From an optimization exercise on the open Yosys and OpenROAD flow, aimed at small area, a short achievable clock period and few clock cycles per item; shortcuts taken in it are not production practice.
Where RTL was checked, it was by simulation tests only, not by an equivalence proof against the original.
Power and IR drop assume default switching activity.

// mac_stream_seq
module mac_stream_seq (
  input  logic        clk,
  input  logic        rst,
  input  logic        in_valid,
  output logic        in_ready,
  input  logic [15:0] in_data,
  input  logic [15:0] in_weight,
  input  logic [15:0] bias,
  output logic        out_valid,
  input  logic        out_ready,
  output logic [15:0] out_res
);
  localparam int LEN   = 48;
  localparam int ACC_W = 22;
  logic [5:0]         cnt_q;
  logic               rdy_q;
  logic               arm_q;             
  logic               owe_q;             
  logic               f0_q, l0_q;
  logic [15:0]        a0_q, b_q;
  logic [7:0]         one0_q, two0_q, neg0_q;
  logic               f1_q, l1_q;
  logic [15:0]        s1_q, c1_q;
  logic               cl1_q;
  logic [15:0]        s_d, c_d;
  logic               cl_d;
  logic               f2_q, l2_q;
  logic [15:0]        p2_q;
  logic [ACC_W-1:0]   acc_q;
  logic               l3_q;
  logic               ov_q;
  logic [15:0]        res_q;
  logic        accept, first_in, last_in, inc, owe_d, last_d;
  logic [15:0] prod;
  logic [15:0] sat_res;
  logic [16:0] wx;
  logic [7:0]  one_d, two_d, neg_d;
  assign first_in = (cnt_q == 6'd0);
  assign last_in  = (cnt_q == 6'(LEN - 1));
  ...
export LEC_CHECK = 0
export CAP_MARGIN = 20
export CORE_MARGIN = 2
export CORE_UTILIZATION = 40
export CTS_BUF_LIST = sky130_fd_sc_hd__clkbuf_4 sky130_fd_sc_hd__clkbuf_8
export CTS_CLUSTER_DIAMETER = 25
export SLEW_MARGIN = 20
create_clock -name core_clock -period 10.0 [get_ports {clk}]
standard.sh (not shown) runs the stock make flow with config.mk's settings and CLKGATE_MAP_FILE= SYNTH_SCRIPT=/design/flow/synth_recipe.tcl, a recipe that flattens the netlist after the stock synthesis.
==> flow/flow/run.sh <==
#!/bin/bash
# Standard synthesis, then the standard layout with: port buffers of a fixed small cell type,
# and repair_timing aiming below the clock period (a larger setup slack margin).
set -euo pipefail
bash standard.sh synth > synth.log 2>&1
bash standard.sh SETUP_SLACK_MARGIN=6.8 'BUFFER_PORTS_ARGS=-buffer_cell sky130_fd_sc_hd__buf_1' finish > layout.log 2>&1
Next try:
--- a/flow/flow/run.sh
+++ b/flow/flow/run.sh
@@ -6 +6 @@
-bash standard.sh SETUP_SLACK_MARGIN=6.8 'BUFFER_PORTS_ARGS=-buffer_cell sky130_fd_sc_hd__buf_1' finish > layout.log 2>&1
+bash standard.sh SETUP_SLACK_MARGIN=6.8 'BUFFER_PORTS_ARGS=-buffer_cell sky130_fd_sc_hd__buf_2' finish > layout.log 2>&1
- CTS_CLUSTER_DIAMETER: 25 -> 50
What happened:
- via count increases by 1.9%
- sequential power barely changes
- final cell count grows by 1.5%
- worst setup slack is better by 0.066 ns
- routed wire length went up by 1.7%
- synthesized area does not change
- non-clock buffer count rose by 20
Next try:
--- a/flow/flow/run.sh
+++ b/flow/flow/run.sh
@@ -6 +6 @@
-bash standard.sh SETUP_SLACK_MARGIN=6.8 'BUFFER_PORTS_ARGS=-buffer_cell sky130_fd_sc_hd__buf_2' finish > layout.log 2>&1
+bash standard.sh SETUP_SLACK_MARGIN=6.8 'BUFFER_PORTS_ARGS=-buffer_cell sky130_fd_sc_hd__buf_1' finish > layout.log 2>&1
- CORE_UTILIZATION: 40 -> 60
- CTS_CLUSTER_DIAMETER: 50 -> 25
- PLACE_DENSITY: unset -> 0.8
Outcome: Via count goes up by 3.7%. Setup slack degrades by 0.072 ns. Combinational power stays flat. Global-route usage goes up by 7.0 points. Count of clock-buffer cells in the layout goes down by 2. Power goes down by 1.1%. Final cell count goes down by 8.3%. Synthesized cell count is unchanged. Final area goes down by 1.9%. Routed wire length goes down by 3.9%. Clock skew stays flat.
No run of this note included a check of the RTL's function; only the layout flow was run.

========
Setup of the baseline:
Another version of the RTL of mac_stream_seq (not shown whole).
Size in the first run: roughly 70 I/O pins, about 10,000 um2 of cells after synthesis.
==> flow/config.mk <==
export PLATFORM = sky130hd
export DESIGN_NAME = mac_stream_seq
export DESIGN_NICKNAME = mac_stream_seq
export VERILOG_FILES = /design/flow/design.v
export SDC_FILE = /design/flow/constraint.sdc
export NUM_CORES = 4
export LEC_CHECK = 0
export CAP_MARGIN = 20
export CORE_MARGIN = 2
export CORE_UTILIZATION = 40
export CTS_BUF_LIST = sky130_fd_sc_hd__clkbuf_8
export SLEW_MARGIN = 20
==> flow/constraint.sdc <==
create_clock -name core_clock -period 10.0 [get_ports {clk}]
set_input_delay 2.0000 -clock core_clock [delete_from_list [all_inputs] [get_ports {clk}]]
set_output_delay 2.0000 -clock core_clock [all_outputs]
set_load 0.01 [all_outputs]
==> flow/flow/run.sh <==
#!/bin/bash
# Standard synthesis, then the standard layout with: port buffers of a fixed small cell type,
# and repair_timing aiming below the clock period (a larger setup slack margin).
set -euo pipefail
bash standard.sh synth > synth.log 2>&1
bash standard.sh SETUP_SLACK_MARGIN=6.8 'BUFFER_PORTS_ARGS=-buffer_cell sky130_fd_sc_hd__buf_2' finish > layout.log 2>&1
Modified inputs, the candidate compared to the baseline
- CTS_BUF_LIST changed from sky130_fd_sc_hd__clkbuf_8 to sky130_fd_sc_hd__clkbuf_8 sky130_fd_sc_hd__clkbuf_16
--- outcome ---
Power, the candidate vs the baseline: up by a few percent. Data arrival time of the worst path was higher in the baseline than in the candidate. The candidate ended with less met3 wire length than the baseline. For the relative max-transition margin, the candidate came in 0.58 points lower than the baseline did. Fraction of standard cell area in multi-input logic (higher): the baseline. Routed wire in the candidate totals more than in the baseline. The candidate ended up with a higher area added between synthesis and finish than the baseline did. The candidate: share of total power in the clock network 4.5 points above the baseline. The number of nets at the end of the flow of the baseline and that of the candidate are within noise of each other.
No functional check of the RTL was part of any run of this note.

========
== red ==
mac_stream_seq, a different RTL version from the one above (not shown whole).
Size: about 70 I/O pins.
export LEC_CHECK = 0
export CAP_MARGIN = 20
export CORE_MARGIN = 2
export CORE_UTILIZATION = 40
export CTS_BUF_LIST = sky130_fd_sc_hd__clkbuf_4 sky130_fd_sc_hd__clkbuf_8
export CTS_CLUSTER_DIAMETER = 40
export CTS_CLUSTER_SIZE = 20
export SLEW_MARGIN = 20
create_clock -name core_clock -period 10.0 [get_ports {clk}]
==> flow/flow/run.sh <==
#!/bin/bash
# Standard synthesis, then the standard layout with: port buffers of a fixed small cell type,
# and repair_timing aiming below the clock period (a larger setup slack margin).
set -euo pipefail
bash standard.sh synth > synth.log 2>&1
bash standard.sh SETUP_SLACK_MARGIN=6.9 'BUFFER_PORTS_ARGS=-buffer_cell sky130_fd_sc_hd__buf_1' finish > layout.log 2>&1
red finished every step from synthesis to the final layout, and the layout passed the timing, DRC and antenna checks.
Testbench counts of red, summed over its fixed seeds: cycles 15,400, items 320.
What blue does differently from red at the input level:
# red
export LEC_CHECK = 0
export CAP_MARGIN = 20
export CORE_MARGIN = 2
export CORE_UTILIZATION = 40
export CTS_BUF_LIST = sky130_fd_sc_hd__clkbuf_4 sky130_fd_sc_hd__clkbuf_8
export CTS_CLUSTER_DIAMETER = 40
export CTS_CLUSTER_SIZE = 20
export SLEW_MARGIN = 20
create_clock -name core_clock -period 10.0 [get_ports {clk}]
# blue
export LEC_CHECK = 0
export CAP_MARGIN = 20
export CORE_MARGIN = 2
export CORE_UTILIZATION = 40
export CTS_BUF_LIST = sky130_fd_sc_hd__clkbuf_4 sky130_fd_sc_hd__clkbuf_8
export CTS_CLUSTER_DIAMETER = 25
export SLEW_MARGIN = 20
create_clock -name core_clock -period 10.0 [get_ports {clk}]
- blue -> red: via count of the first global-routing pass delta 0, exact match
- Largest net degree at the start of global routing delta (blue -> red): insignificant
- Summary of blue over red: share of the final layout cell area in multi-input gates did not really move; worst-case hold slack held steady; switching power summed over all nets about even.
- From blue to red, half-perimeter wire length after detailed placement did not move at all.
- As far as maximum frequency goes, red and blue are indistinguishable; the numbers are identical.
- Reported for blue and red, worst-case setup margin in the final layout turned out identical to the last digit.

[separate check: timing with driven ports]
The flow's constraints put no driver on any port. The routed layouts listed below were extracted and timed again, unchanged, in two steps. Step 1: set_driving_cell puts a clkbuf_16 on clk and a buf_2 on each other input, an assumption about the parent block. Step 2 also shifts input and output timing later by t, the mid clock arrival at the registers, as if the neighbouring blocks saw the same clock. a / b / c = no drivers / after step 1 / after step 2; a / b = the first two.
run	shift t [ns]	setup slack, ns	worst slew at a driven data input, ns
the first run of note 1	0.504	6.861 / 6.861 / 6.559	0.05
the second run of note 1	0.502	6.927 / 6.899 / 6.572	0.05
the third run of note 1	0.502	6.855 / 6.855 / 6.553	0.03
the baseline	0.499	6.883 / 6.849 / 6.643	0.04
the candidate	0.478	6.891 / 6.851 / 6.633	0.04
red	0.501	6.997 / 6.957 / 6.668	0.03
blue	0.501	6.997 / 6.957 / 6.668	0.03
After both steps setup and hold are still met in every run listed. The setup slack of the second run of note 1, which loses most, moves by -0.028 ns with the drivers and by -0.355 ns with both steps.
